Context: an optimization exercise on an open-source flow, tuned for small area, a short achievable clock period and few clock cycles per item. The choices shown serve that exercise and are no tape-out recipe. In this exercise RTL edits were held to simulation tests only and were not proved equivalent to the original.

## design/flow/flow/run.sh

```bash
#!/bin/bash
# Own layout flow: the standard flow (standard.sh), with
#  - synthesis as standard.sh does it, except for the ABC mapping script
#    (flow/abc.script) used for the logic between the registers;
#  - the ORFS knobs in flow/knobs.txt added to the layout's make call.
# Registers, their names and cells are the standard synthesis's: the
# flip-flops are mapped before ABC runs and ABC does not touch them.
# Each tool's full output goes to a log file of its own in this folder.
set -euo pipefail
here=$(pwd)
fdir=$here/flow

# synthesis script: synth_recipe.tcl with ORFS's synth.tcl swapped for a copy
# whose abc call uses flow/abc.script.
sed "s#^  log_cmd abc {\*}\$abc_args#  set abc_args [lreplace \$abc_args 1 1 $fdir/abc.script]\n  log_cmd abc {*}\$abc_args#" \
  "$FLOW_HOME/scripts/synth.tcl" > "$here/own_synth.tcl"
grep -q "abc.script" "$here/own_synth.tcl"
sed "s#\$::env(SCRIPTS_DIR)/synth.tcl#$here/own_synth.tcl#" "$here/synth_recipe.tcl" > "$here/own_synth_recipe.tcl"
grep -q "own_synth.tcl" "$here/own_synth_recipe.tcl"

knobs=()
if [[ -f $fdir/knobs.txt ]]; then
  while IFS= read -r line; do
    [[ -n "$line" && "$line" != \#* ]] && knobs+=("$line")
  done < "$fdir/knobs.txt"
fi

bash standard.sh "SYNTH_SCRIPT=$here/own_synth_recipe.tcl" synth > "$here/synth.log" 2>&1
bash standard.sh "SYNTH_SCRIPT=$here/own_synth_recipe.tcl" "${knobs[@]}" finish > "$here/layout.log" 2>&1
test -f "$here/out/final.def"
```

## design/flow/flow/abc.script

```
strash
dch
map -B 0.9 -f
topo
stime -c
buffer -c
upsize -c
dnsize -c
```

## design/flow/flow/knobs.txt

```
BUFFER_PORTS_ARGS=-buffer_cell sky130_fd_sc_hd__buf_1
SETUP_SLACK_MARGIN=5.5
```

## design/flow/standard.sh

```bash
#!/bin/bash
# synth_recipe.tcl (not shown) runs the flow's synth.tcl, then flattens the netlist and writes it again
# the make line also repeats each setting of config.mk as NAME=value (left out here)
make -C /OpenROAD-flow-scripts/flow DESIGN_CONFIG=/design/flow/config.mk WORK_HOME=/design/flow/orfs CLKGATE_MAP_FILE= SYNTH_SCRIPT=/design/flow/synth_recipe.tcl "${@:-finish}"
```

## design/flow/config.mk

```make
export PLATFORM = sky130hd
export DESIGN_NAME = sm4Core
export DESIGN_NICKNAME = sm4Core
export VERILOG_FILES = /design/flow/design.v
export SDC_FILE = /design/flow/constraint.sdc
export NUM_CORES = 8
export LEC_CHECK = 0
export CAP_MARGIN = 20
export CORE_MARGIN = 2
export CORE_UTILIZATION = 60
export SETUP_SLACK_MARGIN = 5
export SLEW_MARGIN = 20
export TNS_END_PERCENT = 0
```

## design/flow/constraint.sdc

```tcl
create_clock -name core_clock -period 11.0 [get_ports {clk}]
set_input_delay 2.2000 -clock core_clock [delete_from_list [all_inputs] [get_ports {clk}]]
set_output_delay 2.2000 -clock core_clock [all_outputs]
set_load 0.01 [all_outputs]
```

## design/flow/design.v

```verilog
`default_nettype none
package sm4TablesPkg;
  function automatic logic [1:0] gf4Mul(input logic [1:0] a, input logic [1:0] b);
    logic hh, ll, mm;
    hh = a[1] & b[1];
    ll = a[0] & b[0];
    mm = (a[1] ^ a[0]) & (b[1] ^ b[0]);
    gf4Mul = {mm ^ ll, hh ^ ll};
  endfunction
  function automatic logic [3:0] gf16Mul(input logic [3:0] a, input logic [3:0] b, input logic [1:0] nu);
    logic [1:0] hh, ll, mm;
    hh = gf4Mul(a[3:2], b[3:2]);
    ll = gf4Mul(a[1:0], b[1:0]);
    mm = gf4Mul(a[3:2] ^ a[1:0], b[3:2] ^ b[1:0]);
    gf16Mul = {mm ^ ll, gf4Mul(hh, nu) ^ ll};
  endfunction
  function automatic logic [3:0] gf16Inv2(input logic [3:0] a);
    case (a)
      4'd0: gf16Inv2 = 4'd0;
      4'd1: gf16Inv2 = 4'd1;
      4'd2: gf16Inv2 = 4'd3;
      4'd3: gf16Inv2 = 4'd2;
      4'd4: gf16Inv2 = 4'd15;
      4'd5: gf16Inv2 = 4'd12;
      4'd6: gf16Inv2 = 4'd9;
      4'd7: gf16Inv2 = 4'd11;
      4'd8: gf16Inv2 = 4'd10;
      4'd9: gf16Inv2 = 4'd6;
      4'd10: gf16Inv2 = 4'd8;
      4'd11: gf16Inv2 = 4'd7;
      4'd12: gf16Inv2 = 4'd5;
      4'd13: gf16Inv2 = 4'd14;
      4'd14: gf16Inv2 = 4'd13;
      4'd15: gf16Inv2 = 4'd4;
      default: gf16Inv2 = 4'd0;
    endcase
  endfunction
  function automatic logic [7:0] sbox(input logic [7:0] x);
    logic [7:0] t;
    logic [7:0] v;
    logic [3:0] ah, al, d, di;
    t[0] = x[0] ^ x[4] ^ x[6] ^ 1'b1;
    t[1] = x[0] ^ x[2] ^ x[4] ^ x[6];
    t[2] = x[5] ^ 1'b1;
    t[3] = x[0] ^ x[1] ^ x[2] ^ x[5] ^ x[6];
    t[4] = x[0] ^ x[1] ^ x[4] ^ x[6] ^ x[7] ^ 1'b1;
    t[5] = x[0] ^ x[1] ^ x[2] ^ x[3] ^ x[4] ^ x[5];
    t[6] = x[2] ^ x[7] ^ 1'b1;
    t[7] = x[0] ^ x[1] ^ x[2] ^ x[3] ^ x[4] ^ x[5] ^ x[6] ^ 1'b1;
    ah = t[7:4];
    al = t[3:0];
    d  = gf16Mul(ah, ah, 2'd2) ;
    d  = gf16Mul(d, 4'd11, 2'd2) ^ gf16Mul(ah, al, 2'd2) ^ gf16Mul(al, al, 2'd2);
    di = gf16Inv2(d);
    v  = {gf16Mul(ah, di, 2'd2), gf16Mul(ah ^ al, di, 2'd2)};
    sbox[0] = v[0] ^ 1'b1;
    sbox[1] = v[0] ^ v[2] ^ v[4] ^ 1'b1;
    sbox[2] = v[1] ^ v[2] ^ v[3] ^ v[4] ^ v[6];
    sbox[3] = v[0] ^ v[2] ^ v[6] ^ v[7];
    sbox[4] = v[1] ^ v[5] ^ v[7] ^ 1'b1;
    sbox[5] = v[1] ^ v[7];
    sbox[6] = v[0] ^ v[1] ^ v[2] ^ v[3] ^ v[4] ^ v[5] ^ v[6] ^ v[7] ^ 1'b1;
    sbox[7] = v[0] ^ v[1] ^ v[4] ^ v[7] ^ 1'b1;
  endfunction
  function automatic logic [31:0] ck(input logic [4:0] i);
    case (i)
      5'd0: ck = 32'h00070e15;
      5'd1: ck = 32'h1c232a31;
      5'd2: ck = 32'h383f464d;
      5'd3: ck = 32'h545b6269;
      5'd4: ck = 32'h70777e85;
      5'd5: ck = 32'h8c939aa1;
      5'd6: ck = 32'ha8afb6bd;
      5'd7: ck = 32'hc4cbd2d9;
      5'd8: ck = 32'he0e7eef5;
      5'd9: ck = 32'hfc030a11;
      5'd10: ck = 32'h181f262d;
      5'd11: ck = 32'h343b4249;
      5'd12: ck = 32'h50575e65;
      5'd13: ck = 32'h6c737a81;
      5'd14: ck = 32'h888f969d;
      5'd15: ck = 32'ha4abb2b9;
      5'd16: ck = 32'hc0c7ced5;
      5'd17: ck = 32'hdce3eaf1;
      5'd18: ck = 32'hf8ff060d;
      5'd19: ck = 32'h141b2229;
      5'd20: ck = 32'h30373e45;
      5'd21: ck = 32'h4c535a61;
      5'd22: ck = 32'h686f767d;
      5'd23: ck = 32'h848b9299;
      5'd24: ck = 32'ha0a7aeb5;
      5'd25: ck = 32'hbcc3cad1;
      5'd26: ck = 32'hd8dfe6ed;
      5'd27: ck = 32'hf4fb0209;
      5'd28: ck = 32'h10171e25;
      5'd29: ck = 32'h2c333a41;
      5'd30: ck = 32'h484f565d;
      5'd31: ck = 32'h646b7279;
      default: ck = 32'h0;
    endcase
  endfunction
  localparam logic [127:0] FK = {
    32'ha3b1bac6,
    32'h56aa3350,
    32'h677d9197,
    32'hb27022dc
  };
  function automatic logic [31:0] rotl(input logic [31:0] w, input int unsigned n);
    rotl = (w << n) | (w >> (32 - n));
  endfunction
  function automatic logic [31:0] tauSub(input logic [31:0] a);
    tauSub = {sbox(a[31:24]), sbox(a[23:16]), sbox(a[15:8]), sbox(a[7:0])};
  endfunction
  function automatic logic [31:0] dataT(input logic [31:0] x);
    logic [31:0] b;
    b = tauSub(x);
    dataT = b ^ rotl(b, 2) ^ rotl(b, 10) ^ rotl(b, 18) ^ rotl(b, 24);
  endfunction
  function automatic logic [31:0] keyT(input logic [31:0] x);
    logic [31:0] b;
    b = tauSub(x);
    keyT = b ^ rotl(b, 13) ^ rotl(b, 23);
  endfunction
endpackage
`default_nettype wire
`default_nettype none
package sm4CorePkg;
  localparam int WORD_W  = 32;
  localparam int BLOCK_W = 128;
  localparam int ROUNDS  = 32;
  localparam int ROUND_W = 5;
endpackage
`default_nettype wire
`default_nettype none
import sm4CorePkg::*;
module sm4Core (
  input  wire logic                             clk,
  input  wire logic                             rst_n,
  input  wire logic                             start,
  input  wire logic                             decrypt,
  input  wire logic [sm4CorePkg::BLOCK_W-1:0]   key,
  input  wire logic [sm4CorePkg::BLOCK_W-1:0]   textIn,
  output logic [sm4CorePkg::BLOCK_W-1:0]        textOut,
  output logic                                  done
);
  localparam logic [ROUND_W-1:0] CNT_LAST = ROUND_W'(ROUNDS - 1);
  logic               busy;
  logic               spec;
  logic               hitR;
  logic               rounds;
  logic               decMode;
  logic               valid;
  logic [ROUND_W-1:0] cnt;
  logic [ROUND_W-1:0] cntNext;
  logic               accept;
  logic               missNow;
  logic               lastRound;
  logic               toRounds;
  logic               keyBack;
  logic               dataRound;
  logic               saveEnd;
  logic               keyBackNext;
  logic [BLOCK_W-1:0] keyIn;
  logic [BLOCK_W-1:0] kw;
  logic [BLOCK_W-1:0] ko;
  assign keyIn     = key ^ sm4TablesPkg::FK;
  assign accept    = start && !busy;
  assign missNow   = spec && !hitR;
  assign lastRound = busy && rounds && !spec && (cnt == '0);
  assign toRounds  = busy && !rounds && (!decMode || cnt == CNT_LAST);
  always_comb
  begin
    if (accept)
      cntNext = decrypt ? CNT_LAST : ROUND_W'(1);
    else if (!busy || lastRound || missNow)
      cntNext = '0;
    else if (rounds ? decMode : (decMode && cnt == CNT_LAST))
      cntNext = rounds ? cnt - 1'b1 : cnt;
    else
      cntNext = cnt + 1'b1;
  end
  assign keyBackNext = accept ? decrypt
                              : (busy && !lastRound && !missNow && decMode && (rounds || toRounds));
  always_ff @(posedge clk or negedge rst_n)
  begin
    if (!rst_n)
    begin
      busy      <= 1'b0;
      spec      <= 1'b0;
      hitR      <= 1'b0;
      rounds    <= 1'b0;
      decMode   <= 1'b0;
      valid     <= 1'b0;
      cnt       <= '0;
      done      <= 1'b0;
      keyBack   <= 1'b0;
      dataRound <= 1'b0;
    end
    else
    begin
      done <= lastRound;
      cnt  <= cntNext;
      spec <= accept;
      hitR <= valid && (keyIn == kw);
      keyBack   <= keyBackNext;
      dataRound <= accept || (busy && !lastRound && !missNow && (rounds || toRounds));
      if (accept)
      begin
        busy    <= 1'b1;
        rounds  <= 1'b1;
        decMode <= decrypt;
      end
      else
      begin
        if (lastRound)
        begin
          busy  <= 1'b0;
          valid <= 1'b1;
        end
        if (missNow)
          rounds <= 1'b0;
        else if (toRounds)
          rounds <= 1'b1;
      end
    end
  end
  logic [WORD_W-1:0] k0, k1, k2, k3;
  logic [WORD_W-1:0] tk;
  logic [WORD_W-1:0] e0, e1, e2, e3;
  logic              stepFwd;
  logic              stepBack;
  logic              encEnd;
  logic [WORD_W-1:0] z;
  assign {k0, k1, k2, k3} = kw;
  assign tk = sm4TablesPkg::keyT(z);
  assign encEnd   = lastRound && !decMode;
  assign stepFwd  = (accept && !decrypt) || (busy && !keyBack && !encEnd && !missNow);
  assign stepBack = busy && keyBack && !missNow;
  always_comb
  begin
    if ((accept && decrypt) || missNow || encEnd)
      {e0, e1, e2, e3} = ko;
    else if (stepFwd)
      {e0, e1, e2, e3} = {k1, k2, k3, k0};
    else if (stepBack)
      {e0, e1, e2, e3} = {k3, k0, k1, k2};
    else
      {e0, e1, e2, e3} = kw;
  end
  always_ff @(posedge clk)
    kw <= {(tk & {WORD_W{stepBack}}) ^ e0, e1, e2, (tk & {WORD_W{stepFwd}}) ^ e3};
  always_ff @(posedge clk)
    z <= (tk & {WORD_W{keyBackNext ? stepBack : stepFwd}}) ^
         (e1 ^ e2 ^ (keyBackNext ? e0 : e3) ^ sm4TablesPkg::ck(cntNext));
  assign saveEnd = busy && !missNow && (decMode ? (rounds && cnt == CNT_LAST)
                                                : (!rounds || cnt == '0));
  always_ff @(posedge clk)
  begin
    if (accept)
      ko <= keyIn;
    else if (saveEnd)
      ko <= kw;
  end
  logic [WORD_W-1:0] x0, x1, x2, x3;
  logic [WORD_W-1:0] ex0, ex1, ex2, ex3;
  logic [WORD_W-1:0] y;
  logic [WORD_W-1:0] ty;
  logic              dataStep;
  assign dataStep = dataRound && !missNow;
  assign ty = sm4TablesPkg::dataT(y);
  always_comb
  begin
    if (accept)
      {ex0, ex1, ex2, ex3} = textIn;
    else if (dataStep)
      {ex0, ex1, ex2, ex3} = {x1, x2, x3, x0};
    else
      {ex0, ex1, ex2, ex3} = {x0, x1, x2, x3};
  end
  always_ff @(posedge clk)
  begin
    {x0, x1, x2} <= {ex0, ex1, ex2};
    x3 <= (ty & {WORD_W{dataStep}}) ^ ex3;
    y  <= (ty & {WORD_W{dataStep}}) ^ (tk & {WORD_W{stepFwd}}) ^ (ex1 ^ ex2 ^ ex3 ^ e3);
  end
  assign textOut = {x3, x2, x1, x0};
endmodule
`default_nettype wire
```

==> flow_summary_export.csv, run 1 <==
group,metric,value,unit
min_path,hold_depth,2,
timing,period_share,0.4976,
timing,slew_violations,0,
global_route,grt_start_max_net_pins,130,
clocking,htreeDepth,2,
synth,yosys_warnings,1,
synth,synth_nets,7646,
die,die_area,0.07583,mm2
die,die_w,275.4,um
final_layout,synthToLayoutAreaGrowth,15.74,%
global_route,grt_pass1_vias,43630,
setup_path,path_common_cell,"inv_1",
drt,drt_iter0_drc,6010,
setup_path,path_max_fanout,87,
drt,dr_wl_met3,20470,um
timing,setup_violations,0,
synth,synth.lib_cells_used.distinct,59,
die,io_pins,389,
timing,skew,0.04207,ns
synth,async_flop_share,0.03030,
drt,viasPerCell,5.845,
min_path,holdCritStartpoint,"ko[82]",
synth,synth_area,0.04419,mm2
setup_path,crit_required,11.51,ns
timing,worstMarginPinSlew,1.015,ns
placement,dpl_worst_slack,4.372,ns
die,start_util,0.6057,
clocking,path_clk_slew,0.07,ns
timing,slew_headroom,0.3233,
setup_path,crit-reg2reg-launch,"z[0]",
setup_path,cp.depth,16,
timing,hold_ws,0.4601,ns
drt,met1_length,67610,um
setup_path,cp_num_buf_inv,6,
drt,top_layer_used,"met5",
die,core_area,0.07296,mm2
timing,setup_tns,0,ns
final_layout,nets,8005,
global_route,grt_pass1_wl,251100,um
final_layout,drive_gt1_frac,0.1348,
final_layout,fillCellCount,6526,
drt,via_count,50630,
setup_path,r2r_setup_slack,5.61,ns
synth,yosys_most_used_dff,"dfxtp_1",
synth,syn_area_per_cell,6.057,um2
global_route,antenna_found_initial,4,
setup_path,crit_type,"input port to register",
drt,wl,173200,um
min_path,worstHoldEndpoint,"kw[82]",
placement,place_hpwl,133000,um
setup_path,end_kind,"register",
synth,synth_edf_count,160,
timing,min_period,5.473,ns
timing,fmax,182.7,MHz
final_layout,utilization,0.7010,
clocking,hold_buffers,0,
setup_path,crit_chain,"buf_1, nand2_8, buf_6, buf_4, o21ai_0, a21oi_1, nor2_1, xor2_1, xnor2_1, inv_1, nand3_1, nand2_2, inv_1, nand2_1, nand2_1, inv_1",
min_path,hp-class,"register to register",
setup_path,reg2reg_depth,39,
run_status,status,"finished clean",
timing,rsz0062_at_grt,"true",
drt,drc,0,
run,drv_cap,0,
clocking,insertion_delay,0.63,ns
clocking,cts_buffer_depth,3,
clocking,cts_sinks,462,
global_route,grt_use_total,0.4291,
drt,ant_nets,0,
drt,wl_per_cell,20.00,um
timing,layout_setup_ws,5.527,ns
clocking,cts_tree,"built",
placement,gpl.final_weighted_congestion,1.059,
placement,port_buffers,388,
synth,synth_cells,7295,
setup_path,r2r_end,"y[28]",
setup_path,start_kind,"input port",
setup_path,slowest_stage,"xnor2_1",
setup_path,worstPathArrival,5.98,ns
synth,yosysSeqAreaShare,0.2471,
global_route,grt-ovfl-total,0,
synth,ys_seq_elements,462,
setup_path,cpLargestDelayFamily,"buffers and inverters",
drt,firstDrtPassIters,7,
die,die_h,275.4,um
clocking,cts-root-buf,"clkbuf_16",
clocking,cts_inserted_buffers,49,
die,num_rows,99,
drt,dr_wl_met2,72270,um
timing,finalHoldViolCount,0,
setup_path,crit_path_max_incr_delay,0.75,ns
per-stage QoR:
| stage | std cells | cell area (um2) |
|---|---|---|
| 2_1_floorplan | 7295 | 44200 |
| 3_3_place_gp | 8447 | 46170 |
| 3_5_place_dp | 8447 | 46170 |
| 4_1_cts | 8545 | 48270 |
| 5_1_grt | 8656 | 51130 |
| 6_report | 8661 | 51150 |
registers in the layout, summed over array words and instances, names as in the netlist, 32 cells and up:
signal,cells
y,32
x0,32
ko,128
kw,128
x2,32
x1,32
z,32
x3,32
worst register-to-register path: cells and delay by family, from the launching register on:
family,cells,cell delay (ns)
AND/OR/NAND/NOR,25,3.11
XOR/XNOR,3,0.51
adder cells (fa/ha/maj),2,0.48
buffers and inverters,6,0.42
flip-flops,1,0.38
AO/OA/AOI/OAI,3,0.34
placed cells by master (no fill, tap or decap), types with 11 or more instances in the layout:
cell type	netlist	layout
a21oi_1	87	82
a221oi_1	27	27
buf_1	30	388
buf_12	0	11
buf_4	12	121
clkbuf_1	158	15
clkbuf_16	0	50
dfrtp_1	14	14
dfxtp_1	288	234
dfxtp_2	0	29
dfxtp_4	0	25
edfxtp_1	160	160
ha_1	91	79
inv_1	689	662
inv_2	46	63
nand2_1	3033	2787
nand2_2	139	295
nand2_4	19	108
nand3_1	746	693
nand3_2	11	61
nand3b_1	51	51
nand4_1	52	52
nor2_1	280	243
nor2_2	21	36
nor2_4	1	23
nor4_1	12	12
o211ai_1	126	126
o21ai_0	437	423
o21ai_1	13	18
o22ai_1	31	31
o31ai_1	36	36
or2_2	69	69
xnor2_1	238	226
xnor2_2	5	15
xor2_1	275	240
xor2_2	10	37
xor2_4	4	12
synthesized netlist by cell type, types with 91 or more instances:
cell type,count,share of area
o21ai_0,437,0.049
ha_1,91,0.026
xnor2_1,238,0.047
nand3_1,746,0.084
inv_1,689,0.059
clkbuf_1,158,0.013
o211ai_1,126,0.021
nor2_1,280,0.024
xor2_1,275,0.055
edfxtp_1,160,0.11
nand2_1,3033,0.26
dfxtp_1,288,0.13
nand2_2,139,0.020
repair_timing:
item / in CTS / in global routing
gates cloned: 0 / 1
gates resized for setup: 119 / 548
setup buffers: 6 / 108
pin swaps: 9 / 147
setup endpoints to repair: 158 / 160
worst max-delay path by stage:
stage	from	end	slack (ns)
floorplan	start	ko[0]	5.91
global placement	start	z[28]	4.47
detailed placement	start	z[28]	4.37
CTS	z[17]	y[22]	5.37
global route	y[25]	y[9]	5.27
finish	start	y[8]	5.53
logic make-up after synthesis:
group / Yosys count / synth area share
AOI/OAI and AO/OA: 795 / 0.1055
xor gates and xnor gates: 533 / 0.1103
adders and majority gates: 91 / 0.02577
buffers and inverters: 956 / 0.08367
DFF: 462 / 0.2471
muxes: 3 / 0.0006796
and+or+nand+nor: 4455 / 0.4269
layer usage:
metal | global-route usage | vias up
met3 | 0.08821 | 558
met2 | 0.6361 | 2889
met5 | 0 | -
met4 | 0.2620 | 2
met1 | 0.5728 | 23100
li1 | - | 24080
final cells by class:
cell class	count	area, um2	share of cell area
tap	959	1200	0.02346
antenna	7	17.52	0.0003425
clock inverter	21	214.0	0.004183
sequential	462	11050	0.2161
timing repair buffer	524	2630	0.05142
clock buffer	71	1390	0.02718
multi-input combinational	5878	31810	0.6220
inverter	739	2829	0.05531
Testbench counts, summed over its fixed seeds: cycles 56,002, blocks 1,600.
==> run 2: changes to the inputs <==
==> design/flow/flow/abc.script (replaced) <==
strash
dch
map -B 0.9 -F 1
topo
stime -c
buffer -c
upsize -c
dnsize -c
==> flow_summary_export.csv, run 2 <==
group,metric,value,unit
run_status,status,"failed layout checks",
run_status,so_faults,"capacitance limit",
synth,synth_nets,7411,
synth,async_flop_share,0.03030,
die,core_area,0.07308,mm2
setup_path,crit_type,"input port to register",
synth,synth-compound-area-share,0.1112,
clocking,path_clk_slew,0.06,ns
clocking,cts_tree,"built",
clocking,hold_buffers,0,
setup_path,start_kind,"input port",
timing,skew,0.03382,ns
synth,ys_top_cells_by_count,"nand2_1 (2523), nand3_1 (784), inv_1 (611)",
synth,synth_top_area_share,0.2136,
synth,synth.lib_cells_used.distinct,70,
final_layout,most-common-layout-cells,"nand2_1 (2311), nand3_1 (687), inv_1 (582), buf_1 (388), nand2_2 (372)",
synth,synth_cells,7060,
clocking,insertion_delay,0.63,ns
drt,wl_per_cell,20.83,um
die,io_pins,389,
placement,place_hpwl,136900,um
setup_path,crit_start,"start",
final_layout,nets,7806,
timing,layout_setup_ws,5.547,ns
run,drv_cap,1,
clocking,htreeDepth,2,
final_layout,fillCellCount,6548,
timing,rsz0062_at_grt,"true",
final_layout,stdcell_count,8460,
setup_path,end_kind,"register",
timing,slew_violations,0,
timing,min_period,5.453,ns
timing,setup_tns,0,ns
final_layout,mostFrequentLayoutCell,"nand2_1",
timing,worstMarginPinSlew,1.452,ns
die,die_area,0.07607,mm2
setup_path,crit_required,11.50,ns
drt,via_count,50410,
synth,synth_xor_area_frac,0.1140,
drt,drt_iter0_drc,5902,
synth,muxShareOfSynthArea,0.005193,
timing,finalHoldViolCount,0,
clocking,cts-root-buf,"clkbuf_16",
min_path,hp-class,"register to register",
global_route,antenna_found_initial,9,
die,die_h,275.8,um
min_path,holdCritStartpoint,"spec",
clocking,cts_buffer_depth,3,
synth,synth_top_family_by_area,"simple AND/OR/NAND/NOR gates",
global_route,grt_pass1_vias,44000,
final_layout,drive_gt1_frac,0.1610,
final_layout,synthToLayoutAreaGrowth,16.75,%
drt,wl,176200,um
placement,dpl_worst_slack,4.113,ns
drt,drc,0,
setup_path,worstPathArrival,5.96,ns
global_route,grt-ovfl-total,0,
synth,yosys_most_used_dff,"dfxtp_1",
synth,ys_seq_elements,462,
drt,ant_nets,0,
timing,setup_violations,0,
final_layout,reg.largest.list,"ko: 128 flops, kw: 128 flops",
clocking,cts_inserted_buffers,50,
synth,yosysSeqAreaShare,0.2463,
synth,synthTopCellsByArea,"nand2_1 (21%), dfxtp_1 (13%), edfxtp_1 (11%)",
synth,yosys_warnings,1,
synth,synth_edf_count,160,
placement,place_inst,8214,
global_route,grt_use_total,0.4375,
clocking,cts_sinks,462,
synth,yosysTopAreaCell,"nand2_1",
synth,synth_area,0.04433,mm2
setup_path,crit-reg2reg-launch,"z[15]",
global_route,grt_start_max_net_pins,159,
synth,synth_simple_gate_area_frac,0.4159,
timing,fmax,183.4,MHz
timing,slew_headroom,0.02296,
die,num_rows,99,
synth,yosysMostFrequentCell,"nand2_1",
die,die_w,275.8,um
placement,port_buffers,388,
drt,firstDrtPassIters,10,
setup_path,path_max_fanout,150,
die,start_util,0.6066,
synth,synth_fa_ha_area_frac,0.02568,
global_route,grt_pass1_wl,254700,um
timing,period_share,0.4957,
synth,syn_area_per_cell,6.279,um2
placement,gpl.final_weighted_congestion,1.024,
drt,viasPerCell,5.959,
[run 2: layout make-up]
class,instances,area (um2),area share
Inverter,711,2736,0.05287
Antenna cell,4,10.01,0.0001934
Clock buffer,72,1498,0.02894
Clock inverter,22,212.7,0.004110
Multi-Input combinational cell,5672,32170,0.6216
Timing Repair Buffer,558,2844,0.05495
Tap cell,959,1200,0.02318
Sequential cell,462,11080,0.2141
[run 2: critical path, cell delays in order]
cell     delay (ns)
buf_1          0.10
nand2_4        0.08
buf_12         0.41
buf_4          0.87
nor2_1         0.09
a31oi_1        0.75
xnor2_1        0.46
xnor2_1        0.36
inv_1          0.06
nand3_1        0.14
nand2_1        0.08
nand2_1        0.06
nand2_1        0.05
[run 2: through the flow]
step	instance area (um2)	hold slack, ns	util
CTS	48260	0.5059	0.6604
global route	51750	0.5402	0.7081
detailed placement	46330	0.4970	0.6340
finish	51760	0.5003	0.7082
floorplan	44340	0.4399	-
global placement	46330	0.4790	0.6340
[run 2: metal layers]
metal  global-route usage  wire (um)  share of wire
met1               0.5536      66210           0.38
met2               0.6635      74990           0.43
met3               0.1185      22000           0.12
met4               0.2688      13000          0.074
met5                    0         38        0.00022
[run 2: final timing paths]
kind	endpoint	slack, ns	depth (start not counted)
min in group asynchronous	done	1.64	1
min	done	0.50	1
max	y[13]	5.55	13
max in group asynchronous	cnt[3]	8.86	1
max reg2reg	y[25]	5.68	35
min reg2reg	done	0.50	1
[run 2: cells by family (layout without fill, tap and decap cells)]
group	Yosys count	count (layout)
DFF	462	462
xor gates and xnor gates	545	545
and+or+nand+nor	4186	4190
other	0	4
adders and majority gates	91	91
buffers and inverters	930	1363
AOI/OAI and AO/OA	823	823
muxes	23	23
[run 2: what timing repair did]
item,4_1_cts,5_1_grt
endpoints found under the setup margin,154,160
cloned,0,4
setup buffers,3,141
pin swaps,4,168
resized for setup,55,591
==> run 3: changes to the inputs <==
==> design/flow/flow/abc.script (replaced) <==
strash
dch
map -B 0.9
topo
stime -c
buffer -c
upsize -c
dnsize -c
==> design/flow/flow/knobs.txt (replaced) <==
BUFFER_PORTS_ARGS=-buffer_cell sky130_fd_sc_hd__buf_1
==> flow_summary_export.csv, run 3 <==
group,metric,value,unit
final_layout,synthToLayoutAreaGrowth,8.182,%
synth,yosys_most_used_dff,"dfxtp_1",
clocking,path_clk_slew,0.06,ns
clocking,cts-root-buf,"clkbuf_16",
die,die_w,276.1,um
setup_path,cpLargestDelayFamily,"simple AND/OR/NAND/NOR gates",
timing,skew,0.02531,ns
global_route,grt_use_total,0.4074,
run_status,status,"finished clean",
timing,finalHoldViolCount,0,
final_layout,drive_gt1_frac,0.09880,
placement,port_buffers,388,
global_route,grt_pass1_vias,43050,
setup_path,crit_type,"register to register",
setup_path,crit_required,11.46,ns
drt,via_count,48400,
synth,synth_top_area_share,0.2068,
synth,synth_cells,7068,
die,die_area,0.07623,mm2
final_layout,nets,7669,
drt,firstDrtPassIters,7,
synth,async_flop_share,0.03030,
synth,yosysMostFrequentCell,"nand2_1",
final_layout,reg.largest.list,"ko: 128 flops, kw: 128 flops",
drt,viasPerCell,5.818,
synth,syn_area_per_cell,6.285,um2
setup_path,worstPathArrival,6.31,ns
die,die_h,276.1,um
placement,place_hpwl,127700,um
final_layout,most-common-layout-cells,"nand2_1 (2434), nand3_1 (723), inv_1 (575), o21ai_0 (433), nor2_1 (421)",
global_route,grt_start_max_net_pins,166,
timing,period_share,0.5318,
run,drv_cap,0,
drt,ant_nets,0,
placement,place_inst,8222,
drt,drt_iter0_drc,5832,
die,num_rows,99,
clocking,insertion_delay,0.61,ns
setup_path,path_max_fanout,9,
synth,ys_top_cells_by_count,"nand2_1 (2447), nand3_1 (730), inv_1 (578)",
die,start_util,0.6078,
synth,synth_nets,7419,
synth,synth.lib_cells_used.distinct,71,
setup_path,end_kind,"register",
placement,gpl.final_weighted_congestion,1.048,
synth,yosysTopAreaCell,"nand2_1",
synth,yosys_warnings,1,
die,core_area,0.07308,mm2
timing,worstMarginPinSlew,1.031,ns
min_path,hp-class,"register to register",
clocking,cts_inserted_buffers,49,
drt,wl_per_cell,19.42,um
clocking,hold_buffers,0,
setup_path,cp_num_buf_inv,5,
synth,synth_edf_count,160,
global_route,grt_pass1_wl,246100,um
setup_path,start_kind,"register",
drt,wl,161600,um
final_layout,stdcell_count,8319,
setup_path,path_common_cell,"nand2_1",
timing,fmax,170.9,MHz
timing,min_period,5.850,ns
clocking,cts_sinks,462,
global_route,grt-ovfl-total,0,
timing,setup_tns,0,ns
timing,setup_violations,0,
die,io_pins,389,
final_layout,mostFrequentLayoutCell,"nand2_1",
setup_path,slowest_stage,"dfxtp_2",
timing,rsz0062_at_grt,"true",
timing,slew_violations,0,
setup_path,crit_path_max_incr_delay,0.52,ns
global_route,antenna_found_initial,4,
synth,ys_seq_elements,462,
synth,synthTopCellsByArea,"nand2_1 (21%), dfxtp_1 (13%), edfxtp_1 (11%)",
clocking,cts_buffer_depth,3,
timing,slew_headroom,0.3079,
drt,drc,0,
synth,synth_area,0.04442,mm2
synth,yosysSeqAreaShare,0.2458,
clocking,cts_tree,"built",
clocking,htreeDepth,2,
run 3: changes by cell type in the layout (fill, tap and decap cells not counted), moves of 23 or more:
| cell | before | now |
|---|---|---|
| o21ai_0 | 336 | 433 |
| dfxtp_4 | 38 | 7 |
| o211ai_1 | 131 | 94 |
| nand2_4 | 98 | 51 |
| xor2_1 | 250 | 296 |
| nand2_1 | 2311 | 2434 |
| nand3_2 | 127 | 68 |
| nand3_1 | 687 | 723 |
| nand2_2 | 372 | 271 |
| buf_4 | 160 | 23 |
| nor2_1 | 355 | 421 |
| mux2i_1 | 23 | 0 |
| dfxtp_1 | 235 | 262 |
| a31oi_1 | 106 | 67 |
run 3: worst paths after layout:
check	start	to	slack, ns	cells after the start
max	z[2]	y[17]	5.15	36
min	spec	done	0.51	1
max reg2reg	z[2]	y[17]	5.15	36
min reg2reg	spec	done	0.51	1
max in group asynchronous	rst_n	keyBack	8.81	1
min in group asynchronous	rst_n	rounds	1.66	1
run 3: cells by family after synthesis:
family | after synthesis | synth area share
adders and majority gates | 91 | 0.02563
AOI/OAI and AO/OA | 878 | 0.1152
buffers and inverters | 924 | 0.08292
xor gates and xnor gates | 536 | 0.1103
and+or+nand+nor | 4177 | 0.4202
DFF | 462 | 0.2458
run 3: repair_timing:
action | CTS | global route
setup buffers | 0 | 3
setup endpoints to repair | 13 | 159
hold endpoints to repair | 0 | 0
gates resized for setup | 1 | 62
run 3: final cells by class:
cell class              instances  area [um2]
fillers                      6923       25030
clock inverters                16       95.09
diodes                          2       5.005
repair buffers                415        1708
multi-input cells            5682       30000
well taps                     959        1200
inverters                     708        2685
clock buffers                  75        1394
flip-flops and latches        462       10970
run 3: through the flow:
step	area [um2]	hold WS [ns]	worst slack (ns)	util
2_1_floorplan	44430	0.4399	5.020	-
3_3_place_gp	46330	0.4889	4.585	0.6339
3_5_place_dp	46330	0.5000	4.507	0.6339
4_1_cts	47830	0.5094	4.891	0.6544
5_1_grt	48050	0.5357	4.768	0.6575
6_report	48060	0.5086	5.150	0.6576
run 3: metal layers:
| metal | wire length [um] | share of wire | vias to the layer above | global-route usage |
|---|---|---|---|---|
| met1 | 65780 | 0.41 | 22080 | 0.5479 |
| met4 | 9752 | 0.060 | 2 | 0.2100 |
| met2 | 67520 | 0.42 | 2477 | 0.6148 |
| li1 | - | - | 23430 | - |
| met3 | 18490 | 0.11 | 419 | 0.08721 |
| met5 | 16 | 0.000099 | - | 0 |
==> run 4: changes to the inputs <==
==> design/flow/flow/abc.script (replaced) <==
strash
balance
rewrite
refactor
balance
rewrite -z
balance
dch
map -B 0.9
topo
stime -c
buffer -c
upsize -c
dnsize -c
==> design/flow/flow/knobs.txt (replaced) <==
BUFFER_PORTS_ARGS=-buffer_cell sky130_fd_sc_hd__buf_1
SETUP_SLACK_MARGIN=5.5
==> flow_summary_export.csv, run 4 <==
group,metric,value,unit
timing,rsz0062_at_grt,"true",
synth,synth_top_area_share,0.2348,
synth,synth_nets,7665,
min_path,hp-class,"register to register",
drt,drc,0,
setup_path,path_common_cell,"nand2_2",
synth,synth_area,0.04456,mm2
placement,dpl_worst_slack,4.046,ns
synth,synth_cells,7314,
global_route,grt_pass1_wl,270600,um
timing,skew,0.01957,ns
clocking,cts-root-buf,"clkbuf_16",
synth,synthTopCellsByArea,"nand2_1 (23%), dfxtp_1 (13%), edfxtp_1 (11%)",
setup_path,reg2reg_depth,43,
setup_path,start_kind,"register",
timing,worstMarginPinSlew,1.104,ns
die,num_rows,99,
run_status,status,"finished clean",
timing,slew_headroom,0.2642,
setup_path,crit_type,"register to register",
setup_path,slowest_stage,"xor2_4",
clocking,cts_inserted_buffers,51,
synth,syn_area_per_cell,6.092,um2
drt,firstDrtPassIters,7,
synth,yosys_warnings,1,
final_layout,utilization,0.7364,
run,drv_cap,0,
final_layout,nets,8088,
clocking,cts_buffer_depth,3,
timing,finalHoldViolCount,0,
setup_path,crit_path_max_incr_delay,0.35,ns
global_route,grt-ovfl-total,0,
synth,synth.lib_cells_used.distinct,65,
drt,via_count,53450,
final_layout,reg.largest.list,"ko: 128 flops, kw: 128 flops",
drt,wl_per_cell,21.76,um
timing,setup_violations,0,
setup_path,worstPathArrival,6.13,ns
global_route,antenna_found_initial,10,
final_layout,drive_gt1_frac,0.1880,
final_layout,synthToLayoutAreaGrowth,20.98,%
synth,ys_top_cells_by_count,"nand2_1 (2787), nand3_1 (907), inv_1 (709)",
synth,synth_edf_count,160,
synth,yosysSeqAreaShare,0.2451,
placement,place_hpwl,143500,um
synth,yosys_most_used_dff,"dfxtp_1",
timing,fmax,177.5,MHz
min_path,hold_depth,2,
die,die_h,276.5,um
timing,min_period,5.634,ns
placement,gpl.final_weighted_congestion,1.080,
setup_path,end_kind,"register",
clocking,path_clk_slew,0.06,ns
timing,layout_setup_ws,5.366,ns
timing,setup_tns,0,ns
timing,period_share,0.5122,
clocking,htreeDepth,2,
global_route,grt_pass1_vias,46190,
timing,slew_violations,0,
setup_path,path_max_fanout,6,
global_route,grt_start_max_net_pins,94,
die,die_w,276.5,um
drt,wl,190300,um
setup_path,crit_required,11.50,ns
final_layout,most-common-layout-cells,"nand2_1 (2410), nand3_1 (779), inv_1 (674), o21ai_0 (584), nand2_2 (463)",
die,core_area,0.07321,mm2
synth,ys_seq_elements,462,
clocking,insertion_delay,0.64,ns
final_layout,fillCellCount,6065,
clocking,cts_sinks,462,
final_layout,mostFrequentLayoutCell,"nand2_1",
clocking,cts_tree,"built",
synth,yosysMostFrequentCell,"nand2_1",
drt,viasPerCell,6.113,
die,die_area,0.07646,mm2
synth,yosysTopAreaCell,"nand2_1",
synth,async_flop_share,0.03030,
placement,port_buffers,388,
die,io_pins,389,
die,start_util,0.6087,
drt,drt_iter0_drc,7239,
drt,ant_nets,0,
global_route,grt_use_total,0.4552,
run 4: cell count changes in the layout (fill, tap and decap cells not counted), sizes merged, moves of 18 or more:
cell and change:
a21oi -29, a31oi -65, buf +167, inv +105, nand2 +292, nand3 +152
nand3b -18, nand4 +23, nor2 -214, o211ai -35, o21ai +142, o31ai +23
xnor2 -72, xor2 -30
run 4: metrics by stage:
step           cells  cell area [um2]  hold slack [ns]
2_1_floorplan   7314            44570           0.4399
3_3_place_gp    8478            46620           0.4822
3_5_place_dp    8478            46620           0.4900
4_1_cts         8599            49340           0.5020
5_1_grt         8741            53910           0.5317
6_report        8743            53910           0.5062
run 4: kinds of logic after synthesis:
family	count (synthesis)	share of synthesized area
AND/OR/NAND/NOR	4397	0.4328
buffers and inverters	1019	0.08805
adder cells (fa/ha/maj)	91	0.02555
AO/OA/AOI/OAI	911	0.1154
XOR/XNOR	434	0.09311
flip-flops	462	0.2451
run 4: worst max-delay path, delay by kind of cell, from the launching register on:
kind | cells | cell delay [ns]
AND/OR/NAND/NOR | 31 | 3.25
adder cells (fa/ha/maj) | 2 | 0.35
buffers and inverters | 5 | 0.33
flip-flops | 1 | 0.34
XOR/XNOR | 5 | 1.20
run 4: timing repair:
| item | CTS | global route |
|---|---|---|
| hold buffers | 0 | 0 |
| endpoints found under the setup margin | 152 | 160 |
| resized for setup | 179 | 835 |
| pin swaps | 35 | 297 |
| buffers inserted | 25 | 139 |
run 4: layout make-up:
type	count	area, um2	area share
Antenna cell	4	10.01	0.0001857
Clock buffer	74	1526	0.02831
Clock inverter	22	181.4	0.003365
Inverter	807	3100	0.05751
Multi-Input combinational cell	5833	33700	0.6251
Sequential cell	462	11050	0.2050
Tap cell	959	1200	0.02226
Timing Repair Buffer	582	3143	0.05830
run 4: path summary, 6_finish.rpt:
kind | start | endpoint | slack (ns)
max | z[24] | z[26] | 5.37
max in group asynchronous | rst_n | keyBack | 8.87
max reg2reg | z[24] | z[26] | 5.37
min in group asynchronous | rst_n | done | 1.63
min | ko[35] | kw[35] | 0.51
min reg2reg | ko[35] | kw[35] | 0.51
run 4: per-layer routing:
metal,global-route usage,wire length (um),vias up
met4,0.2537,13990,10
met2,0.6778,79390,3662
met1,0.5925,69910,24420
li1,-,-,24550
met3,0.1279,26750,807
met5,0.006254,224,-
==> run 5: changes to the inputs <==
==> design/flow/flow/abc.script (replaced) <==
strash
dch
map -B 0.9
topo
stime -c
buffer -c
upsize -c
dnsize -c
--- a/design/flow/config.mk
+++ b/design/flow/config.mk
@@ -7,7 +7,7 @@
 export LEC_CHECK = 0
 export CAP_MARGIN = 20
 export CORE_MARGIN = 2
-export CORE_UTILIZATION = 60
+export CORE_UTILIZATION = 55
 export SETUP_SLACK_MARGIN = 5
 export SLEW_MARGIN = 20
 export TNS_END_PERCENT = 0
==> flow_summary_export.csv, run 5 <==
group,metric,value,unit
die,core_area,0.08029,mm2
drt,wl_per_cell,19.74,um
global_route,grt_start_max_net_pins,139,
setup_path,path_max_fanout,111,
setup_path,crit_required,11.49,ns
die,die_w,288.2,um
final_layout,reg.largest.list,"ko: 128 flops, kw: 128 flops",
synth,synthTopCellsByArea,"nand2_1 (21%), dfxtp_1 (13%), edfxtp_1 (11%)",
die,num_rows,104,
clocking,cts-root-buf,"clkbuf_16",
die,die_area,0.08306,mm2
placement,place_hpwl,130700,um
timing,skew,0.04257,ns
synth,synth_nets,7419,
synth,synth_cells,7068,
final_layout,drive_gt1_frac,0.1312,
setup_path,crit_type,"input port to register",
global_route,grt_use_total,0.3829,
setup_path,cpLargestDelayFamily,"buffers and inverters",
synth,synth_top_family_by_area,"simple AND/OR/NAND/NOR gates",
global_route,grt_pass1_wl,246000,um
synth,synth-compound-area-share,0.1152,
synth,syn_area_per_cell,6.285,um2
synth,yosysTopAreaCell,"nand2_1",
synth,yosys_most_used_dff,"dfxtp_1",
run,drv_cap,0,
clocking,path_clk_slew,0.06,ns
timing,slew_headroom,0.2299,
clocking,hold_buffers,0,
die,start_util,0.5533,
drt,via_count,48570,
final_layout,most-common-layout-cells,"nand2_1 (2351), nand3_1 (689), inv_1 (573), o21ai_0 (431), nor2_1 (403)",
global_route,grt-ovfl-total,0,
setup_path,start_kind,"input port",
timing,min_period,5.576,ns
timing,setup_tns,0,ns
placement,gpl.final_weighted_congestion,1.020,
drt,viasPerCell,5.737,
synth,synth_xor_area_frac,0.1103,
global_route,grt_pass1_vias,41960,
drt,ant_nets,0,
die,io_pins,389,
placement,port_buffers,388,
clocking,cts_tree,"built",
setup_path,crit_chain,"buf_1, nand2_4, o21ai_4, buf_4, inv_8, buf_6, o211ai_1, o211ai_1, o21ai_0, o21ai_0, xor2_1, xnor2_1, xor2_1",
timing,slew_violations,0,
synth,synth_area,0.04442,mm2
drt,wl,167100,um
final_layout,nets,7714,
synth,ys_top_cells_by_count,"nand2_1 (2447), nand3_1 (730), inv_1 (578)",
timing,hold_ws,0.4969,ns
setup_path,slowest_stage,"buf_6",
timing,period_share,0.5069,
clocking,cts_sinks,462,
synth,ys_seq_elements,462,
min_path,hp-class,"register to register",
synth,yosys_warnings,1,
timing,fmax,179.3,MHz
die,die_h,288.2,um
setup_path,end_kind,"register",
synth,yosysMostFrequentCell,"nand2_1",
synth,synth_simple_gate_area_frac,0.4201,
drt,firstDrtPassIters,6,
final_layout,fillCellCount,7695,
synth,synth_top_area_share,0.2068,
synth,synth_fa_ha_area_frac,0.02563,
clocking,htreeDepth,2,
setup_path,crit_path_max_incr_delay,0.59,ns
setup_path,cp_num_buf_inv,4,
global_route,antenna_found_initial,4,
run_status,status,"finished clean",
synth,muxShareOfSynthArea,0,
drt,drc,0,
clocking,insertion_delay,0.64,ns
timing,rsz0062_at_grt,"true",
synth,synth.lib_cells_used.distinct,71,
final_layout,mostFrequentLayoutCell,"nand2_1",
final_layout,synthToLayoutAreaGrowth,12.34,%
synth,async_flop_share,0.03030,
drt,drt_iter0_drc,5263,
final_layout,stdcell_count,8467,
clocking,cts_inserted_buffers,51,
clocking,cts_buffer_depth,3,
timing,worstMarginPinSlew,1.143,ns
timing,setup_violations,0,
synth,synth_edf_count,160,
setup_path,worstPathArrival,6.07,ns
timing,finalHoldViolCount,0,
synth,yosysSeqAreaShare,0.2458,
placement,place_inst,8325,
[run 5: cell families after synthesis]
logic type / Yosys count
xor+xnor: 536
flops: 462
fa+ha+maj: 91
buf+inv: 924
compound gates: 878
simple gates: 4177
[run 5: worst paths after layout]
| check | cells past startpoint | slack (ns) | startpoint | end |
|---|---|---|---|---|
| setup / recovery | 13 | 5.42 | start | z[7] |
| hold / removal | 1 | 0.50 | spec | done |
| setup reg to reg | 38 | 5.63 | z[16] | y[11] |
| hold reg to reg | 1 | 0.50 | spec | done |
| max in group asynchronous | 1 | 8.90 | rst_n | keyBack |
| min in group asynchronous | 1 | 1.63 | rst_n | busy |
[run 5: layout make-up]
cell class | count | area (um2) | area share
Tap cell | 1060 | 1326 | 0.02658
Timing Repair Buffer | 457 | 2069 | 0.04147
Clock buffer | 78 | 1531 | 0.03069
Antenna cell | 1 | 2.502 | 0.00005014
Clock inverter | 18 | 111.4 | 0.002231
Sequential cell | 462 | 11040 | 0.2212
Multi-Input combinational cell | 5683 | 31130 | 0.6238
Inverter | 708 | 2690 | 0.05390
[run 5: repair_timing]
| item | in CTS | in global routing |
|---|---|---|
| cloned | 0 | 1 |
| buffers inserted | 3 | 41 |
| endpoints found under the setup margin | 148 | 160 |
| pin swaps | 1 | 67 |
| resized for setup | 58 | 294 |
[run 5: worst register-to-register path: cells and delay by family, from the launching register on]
family / cells / cell delay (ns)
adder cells (fa/ha/maj): 2 / 0.47
AND/OR/NAND/NOR: 25 / 3.03
XOR/XNOR: 1 / 0.22
AO/OA/AOI/OAI: 3 / 0.55
flip-flops: 1 / 0.49
buffers and inverters: 7 / 0.53
[run 5: through the flow]
step | utilization | setup slack (ns) | instance area (um2)
CTS | 0.6021 | 5.375 | 48340
global placement | 0.5788 | 4.771 | 46470
finish | 0.6216 | 5.424 | 49900
floorplan | - | 5.711 | 44430
detailed placement | 0.5788 | 4.725 | 46470
global route | 0.6215 | 5.204 | 49900
[run 5: routing by layer]
metal,vias up,routed length [um],global-route usage
met3,400,17540,0.07030
met1,22260,69050,0.5258
met2,2371,71120,0.5796
li1,23540,-,-
met5,-,27,0
met4,4,9388,0.1845
==> run 6: changes to the inputs <==
--- a/design/flow/config.mk
+++ b/design/flow/config.mk
@@ -7,7 +7,7 @@
 export LEC_CHECK = 0
 export CAP_MARGIN = 20
 export CORE_MARGIN = 2
-export CORE_UTILIZATION = 55
+export CORE_UTILIZATION = 65
 export SETUP_SLACK_MARGIN = 5
 export SLEW_MARGIN = 20
 export TNS_END_PERCENT = 0
==> flow_summary_export.csv, run 6 <==
group,metric,value,unit
run_status,status,"finished clean",
synth,yosys_most_used_dff,"dfxtp_1",
synth,synth_top_area_share,0.2068,
timing,min_period,5.516,ns
placement,place_inst,8135,
final_layout,synthToLayoutAreaGrowth,11.88,%
synth,synthTopCellsByArea,"nand2_1 (21%), dfxtp_1 (13%), edfxtp_1 (11%)",
synth,yosysTopAreaCell,"nand2_1",
final_layout,mostFrequentLayoutCell,"nand2_1",
die,num_rows,95,
global_route,gr-usage-met2,0.6585,
timing,hold_ws,0.4982,ns
die,die_h,265.4,um
run,drv_cap,0,
timing,setup_violations,0,
drt,drc,0,
timing,fmax,181.3,MHz
drt,wl,162500,um
clocking,cts_sinks,462,
timing,setup_tns,0,ns
global_route,grt-ovfl-total,0,
die,start_util,0.6591,
timing,slew_violations,0,
clocking,hold_buffers,0,
die,core_area,0.06740,mm2
setup_path,worstPathArrival,6.01,ns
placement,port_buffers,388,
timing,slew_headroom,0.1910,
synth,synth_area,0.04442,mm2
drt,firstDrtPassIters,7,
clocking,cts_inserted_buffers,49,
synth,synth.lib_cells_used.distinct,71,
setup_path,end_kind,"register",
final_layout,nets,7723,
drt,via_count,49710,
timing,worstMarginPinSlew,1.201,ns
global_route,antenna_found_initial,2,
synth,ys_top_cells_by_count,"nand2_1 (2447), nand3_1 (730), inv_1 (578)",
setup_path,path_max_fanout,79,
placement,gpl.final_weighted_congestion,1.067,
setup_path,crit_type,"input port to register",
drt,ant_nets,0,
final_layout,most-common-layout-cells,"nand2_1 (2347), nand3_1 (696), inv_1 (572), o21ai_0 (430), nor2_1 (402)",
synth,synth_edf_count,160,
global_route,gr-usage-met1,0.5676,
drt,viasPerCell,5.999,
synth,yosysMostFrequentCell,"nand2_1",
min_path,hp-class,"register to register",
timing,layout_setup_ws,5.484,ns
timing,period_share,0.5015,
final_layout,drive_gt1_frac,0.1336,
timing,finalHoldViolCount,0,
final_layout,reg.largest.list,"ko: 128 flops, kw: 128 flops",
final_layout,utilization,0.7374,
die,io_pins,389,
setup_path,crit_required,11.49,ns
drt,drt_iter0_drc,6323,
synth,synth_nets,7419,
setup_path,start_kind,"input port",
final_layout,stdcell_count,8286,
timing,skew,0.03252,ns
drt,wl_per_cell,19.61,um
synth,synth_cells,7068,
placement,dpl_worst_slack,4.655,ns
synth,yosys_warnings,1,
global_route,grt_pass1_wl,243100,um
die,die_area,0.07045,mm2
clocking,cts-root-buf,"clkbuf_16",
global_route,grt_start_max_net_pins,203,
global_route,grt_pass1_vias,43830,
die,die_w,265.4,um
synth,yosysSeqAreaShare,0.2458,
synth,ys_seq_elements,462,
global_route,use_met3,0.1113,
clocking,insertion_delay,0.62,ns
synth,async_flop_share,0.03030,
timing,rsz0062_at_grt,"true",
synth,syn_area_per_cell,6.285,um2
clocking,cts_buffer_depth,3,
clocking,path_clk_slew,0.07,ns
global_route,grt_busiest_layer,"met2",
clocking,htreeDepth,2,
clocking,cts_tree,"built",
global_route,grt_use_total,0.4385,
placement,place_hpwl,124800,um
## run 6: cell counts after synthesis
No cell type changed its count.
## run 6: metal layers
layer | part of all wire | routed length, um
met5 | 0.000080 | 13
met2 | 0.42 | 68370
met1 | 0.38 | 61660
met4 | 0.072 | 11640
met3 | 0.13 | 20810
## run 6: stage by stage
step                      instance area [um2]
after global routing                    49700
after CTS                               47980
after global placement                  46200
after floorplan                         44430
final                                   49700
after detailed placement                46200
## run 6: logic make-up (layout without fill, tap and decap cells)
kind of cell,after synthesis,after routing,synth area share
simple gates,4177,4177,0.4202
flops,462,462,0.2458
compound gates,878,878,0.1152
fa+ha+maj,91,91,0.02563
other cells,0,1,0
xor+xnor,536,536,0.1103
buf+inv,924,1268,0.08292
## run 6: cell type report
cell class	instances	area, um2
Antenna cell	1	2.502
Clock buffer	67	1438
Clock inverter	24	171.4
Fill cell	5786	17700
Inverter	708	2695
Multi-Input combinational cell	5682	31080
Sequential cell	462	11050
Tap cell	873	1092
Timing Repair Buffer	469	2163
## run 6: repair_timing
item | 4_1_cts | 5_1_grt
cloned | 0 | 0
gates resized for setup | 40 | 322
setup endpoints to repair | 139 | 160
setup buffers | 3 | 56
hold endpoints to repair | 0 | 0
pin swaps | 1 | 72
## run 6: final timing paths
kind / slack [ns] / cells after the start / end / from
min in group asynchronous: 1.64 / 1 / hitR / rst_n
min: 0.50 / 1 / done / spec
min reg2reg: 0.50 / 1 / done / spec
max reg2reg: 5.67 / 35 / y[6] / z[10]
max in group asynchronous: 8.87 / 1 / rounds / rst_n
max: 5.48 / 13 / z[2] / start
## run 6: worst max-delay path, stage by stage
cell,delay [ns]
buf_1,0.19
nand2_8,0.31
o21ai_4,0.23
buf_4,0.54
inv_6,0.36
buf_6,0.37
o211ai_1,0.15
o21ai_0,0.11
a21oi_1,0.24
xnor2_1,0.18
xor2_1,0.40
xor2_1,0.30
xor2_2,0.30
==> run 7: changes to the inputs <==
==> design/flow/flow/run.sh (replaced) <==
#!/bin/bash
# Own layout flow: the standard flow (standard.sh) with two changes.
#  - Synthesis is the standard one except for the ABC script that maps the
#    logic between the registers: flow/abc.script (ORFS's area script, a
#    delay-driven map with area recovery) instead of the speed script.
#    The flip-flops are mapped before ABC runs and ABC does not touch them,
#    so registers, their names and cells are the standard synthesis's.
#  - flow/knobs.txt adds ORFS variables to the make calls: the port buffers
#    are buf_1 cells (every port still gets one), and the timing repair
#    aims at a larger setup margin. The clock and constraints are the standard flow's.
# Each tool's full output goes to a log file of its own in this folder
# (synth.log, layout.log, and ORFS's own logs under orfs/logs).
set -euo pipefail
here=$(pwd)
fdir=$here/flow

# synthesis script: synth_recipe.tcl with ORFS's synth.tcl swapped for a copy
# whose abc call uses flow/abc.script.
sed "s#^  log_cmd abc {\*}\$abc_args#  set abc_args [lreplace \$abc_args 1 1 $fdir/abc.script]\n  log_cmd abc {*}\$abc_args#" \
  "$FLOW_HOME/scripts/synth.tcl" > "$here/own_synth.tcl"
grep -q "abc.script" "$here/own_synth.tcl"
sed "s#\$::env(SCRIPTS_DIR)/synth.tcl#$here/own_synth.tcl#" "$here/synth_recipe.tcl" > "$here/own_synth_recipe.tcl"
grep -q "own_synth.tcl" "$here/own_synth_recipe.tcl"

knobs=()
if [[ -f $fdir/knobs.txt ]]; then
  while IFS= read -r line; do
    [[ -n "$line" && "$line" != \#* ]] && knobs+=("$line")
  done < "$fdir/knobs.txt"
fi

bash standard.sh "SYNTH_SCRIPT=$here/own_synth_recipe.tcl" "${knobs[@]}" synth > "$here/synth.log" 2>&1
bash standard.sh "SYNTH_SCRIPT=$here/own_synth_recipe.tcl" "${knobs[@]}" finish > "$here/layout.log" 2>&1
test -f "$here/out/final.def"
--- a/design/flow/config.mk
+++ b/design/flow/config.mk
@@ -7,7 +7,7 @@
 export LEC_CHECK = 0
 export CAP_MARGIN = 20
 export CORE_MARGIN = 2
-export CORE_UTILIZATION = 65
+export CORE_UTILIZATION = 60
 export SETUP_SLACK_MARGIN = 5
 export SLEW_MARGIN = 20
 export TNS_END_PERCENT = 0
==> flow_summary_export.csv, run 7 <==
group,metric,value,unit
min_path,hp-class,"register to register",
clocking,cts_inserted_buffers,51,
clocking,cts_buffer_depth,3,
run,drv_cap,0,
timing,finalHoldViolCount,0,
synth,synth_top_area_share,0.2068,
synth,yosysMostFrequentCell,"nand2_1",
die,start_util,0.6078,
drt,ant_nets,0,
drt,wl_per_cell,20.02,um
placement,gpl.final_weighted_congestion,1.092,
drt,drt_iter0_drc,5953,
final_layout,drive_gt1_frac,0.1447,
timing,slew_violations,0,
global_route,grt-ovfl-total,0,
synth,synth_nets,7419,
global_route,grt_pass1_vias,43150,
die,die_w,276.1,um
timing,worstMarginPinSlew,1.075,ns
die,die_h,276.1,um
clocking,cts_sinks,462,
global_route,grt_use_total,0.4151,
timing,rsz0062_at_grt,"true",
drt,viasPerCell,5.890,
placement,place_hpwl,129600,um
clocking,insertion_delay,0.62,ns
final_layout,fillCellCount,6630,
final_layout,reg.largest.list,"ko: 128 flops, kw: 128 flops",
timing,setup_tns,0,ns
global_route,antenna_found_initial,7,
synth,yosys_most_used_dff,"dfxtp_1",
timing,hold_ws,0.5244,ns
timing,min_period,5.356,ns
setup_path,crit_required,11.50,ns
synth,synth_cells,7068,
synth,yosysSeqAreaShare,0.2458,
synth,syn_area_per_cell,6.285,um2
synth,ys_top_cells_by_count,"nand2_1 (2447), nand3_1 (730), inv_1 (578)",
setup_path,path_max_fanout,118,
run_status,status,"finished clean",
timing,setup_violations,0,
global_route,grt_pass1_wl,249800,um
synth,yosysTopAreaCell,"nand2_1",
timing,slew_headroom,0.2769,
placement,port_buffers,388,
final_layout,synthToLayoutAreaGrowth,14.06,%
die,die_area,0.07623,mm2
setup_path,worstPathArrival,5.85,ns
clocking,htreeDepth,2,
drt,drc,0,
final_layout,most-common-layout-cells,"nand2_1 (2317), nand3_1 (675), inv_1 (569), o21ai_0 (430), nor2_1 (400)",
final_layout,nets,7759,
synth,synthTopCellsByArea,"nand2_1 (21%), dfxtp_1 (13%), edfxtp_1 (11%)",
synth,ys_seq_elements,462,
synth,synth_edf_count,160,
die,num_rows,99,
setup_path,crit_type,"input port to register",
synth,async_flop_share,0.03030,
global_route,grt_start_max_net_pins,158,
setup_path,start_kind,"input port",
timing,skew,0.02258,ns
die,io_pins,389,
synth,synth.lib_cells_used.distinct,71,
die,core_area,0.07308,mm2
clocking,path_clk_slew,0.06,ns
drt,firstDrtPassIters,10,
synth,synth_area,0.04442,mm2
clocking,cts-root-buf,"clkbuf_16",
synth,yosys_warnings,1,
drt,wl,168400,um
setup_path,end_kind,"register",
timing,period_share,0.4869,
final_layout,mostFrequentLayoutCell,"nand2_1",
clocking,hold_buffers,0,
drt,via_count,49550,
clocking,cts_tree,"built",
timing,fmax,186.7,MHz
run 7: changes by cell type in the layout (fill, tap and decap cells not counted), moves of 5 or more:
cell / previous run / this run
bufinv_16: 1 / 6
nand2_2: 318 / 330
buf_4: 72 / 97
nand3_1: 696 / 675
nand2_4: 90 / 109
nand3_2: 85 / 101
nand3_4: 14 / 19
nand2_1: 2347 / 2317
clkinv_2: 14 / 9
clkbuf_1: 7 / 15
run 7: repair_timing:
| action | in CTS | in global routing |
|---|---|---|
| cloned | 1 | 1 |
| endpoints found under the setup margin | 138 | 160 |
| buffers inserted | 0 | 86 |
| pin swaps | 0 | 100 |
| resized for setup | 43 | 418 |
run 7: critical path: stages:
cell and delay, ns:
buf_1 0.13, nand2_8 0.34, o21ai_4 0.09, bufinv_8 0.60
buf_8 0.53, o21ai_0 0.15, o22ai_1 0.43, o21ai_0 0.17
xor2_1 0.30, xor2_1 0.41, xor2_4 0.34
run 7: cell type report:
| class | instances | area (um2) | area share |
|---|---|---|---|
| clock inverter | 21 | 264.0 | 0.005210 |
| antenna | 3 | 7.507 | 0.0001482 |
| timing repair buffer | 502 | 2442 | 0.04820 |
| sequential | 462 | 11050 | 0.2180 |
| tap | 959 | 1200 | 0.02368 |
| inverter | 708 | 2709 | 0.05346 |
| multi-input combinational | 5683 | 31510 | 0.6219 |
| clock buffer | 74 | 1488 | 0.02936 |
run 7: worst paths after layout:
check	start	endpoint	slack, ns	depth (start not counted)
max	start	z[2]	5.64	11
max reg2reg	y[24]	x3[22]	5.69	43
max in group asynchronous	rst_n	cnt[3]	8.83	1
min	valid	valid	0.52	1
min in group asynchronous	rst_n	done	1.66	1
min reg2reg	valid	valid	0.52	1
run 7: routing by layer:
metal / up-vias / track usage / part of all wire
met5: - / 0 / 0.000071
met3: 501 / 0.08746 / 0.12
met2: 2763 / 0.6268 / 0.42
li1: 23620 / - / -
met1: 22660 / 0.5603 / 0.40
met4: 2 / 0.2103 / 0.064
run 7: kinds of logic after synthesis:
| logic type | share of synthesized area |
|---|---|
| flip-flops | 0.2458 |
| buffers and inverters | 0.08292 |
| adder cells (fa/ha/maj) | 0.02563 |
| AO/OA/AOI/OAI | 0.1152 |
| XOR/XNOR | 0.1103 |
| AND/OR/NAND/NOR | 0.4202 |
run 7: per-stage QoR:
step	cell area, um2	worst slack [ns]	cells	util
floorplan	44430	5.711	7068	-
global placement	46340	4.374	8224	0.6341
detailed placement	46350	4.362	8225	0.6342
CTS	48290	5.370	8321	0.6608
global route	50660	5.294	8409	0.6932
finish	50670	5.644	8412	0.6933

-- re-timing with driven ports --
How much do the figures lean on ideal ports? The routed layouts below were timed once more, with nothing changed but the port constraints. Step 1, drivers: a clkbuf_16 drives clk and a buf_2 each remaining input, both assumed. Step 2 moves the port delays by t, midway between the first and last clock arrival at a register: inputs arrive t later, outputs are due t later. That takes back most of the time a late clock gives input paths. Slacks: ideal ports / drivers / drivers and shift; pairs: ideal ports / drivers.
| run | t (ns) | slack for setup (ns) | worst register clock-pin slew, ns | worst slew at a driven data input, ns |
|---|---|---|---|---|
| run 1 | 0.665 | 5.527 / 5.560 / 4.895 | 0.07 / 0.07 | 0.13 |
| run 2 | 0.682 | 5.547 / 5.592 / 4.910 | 0.07 / 0.07 | 0.10 |
| run 3 | 0.657 | 5.150 / 5.150 / 4.637 | 0.07 / 0.07 | 0.10 |
| run 4 | 0.702 | 5.366 / 5.366 / 4.928 | 0.07 / 0.07 | 0.17 |
| run 5 | 0.673 | 5.424 / 5.457 / 4.783 | 0.07 / 0.07 | 0.16 |
| run 6 | 0.660 | 5.484 / 5.518 / 4.858 | 0.07 / 0.07 | 0.11 |
| run 7 | 0.660 | 5.644 / 5.674 / 5.014 | 0.07 / 0.07 | 0.10 |
For run 5, which loses most, drivers alone change the setup slack by +0.033 ns; drivers and shift together by -0.641 ns.
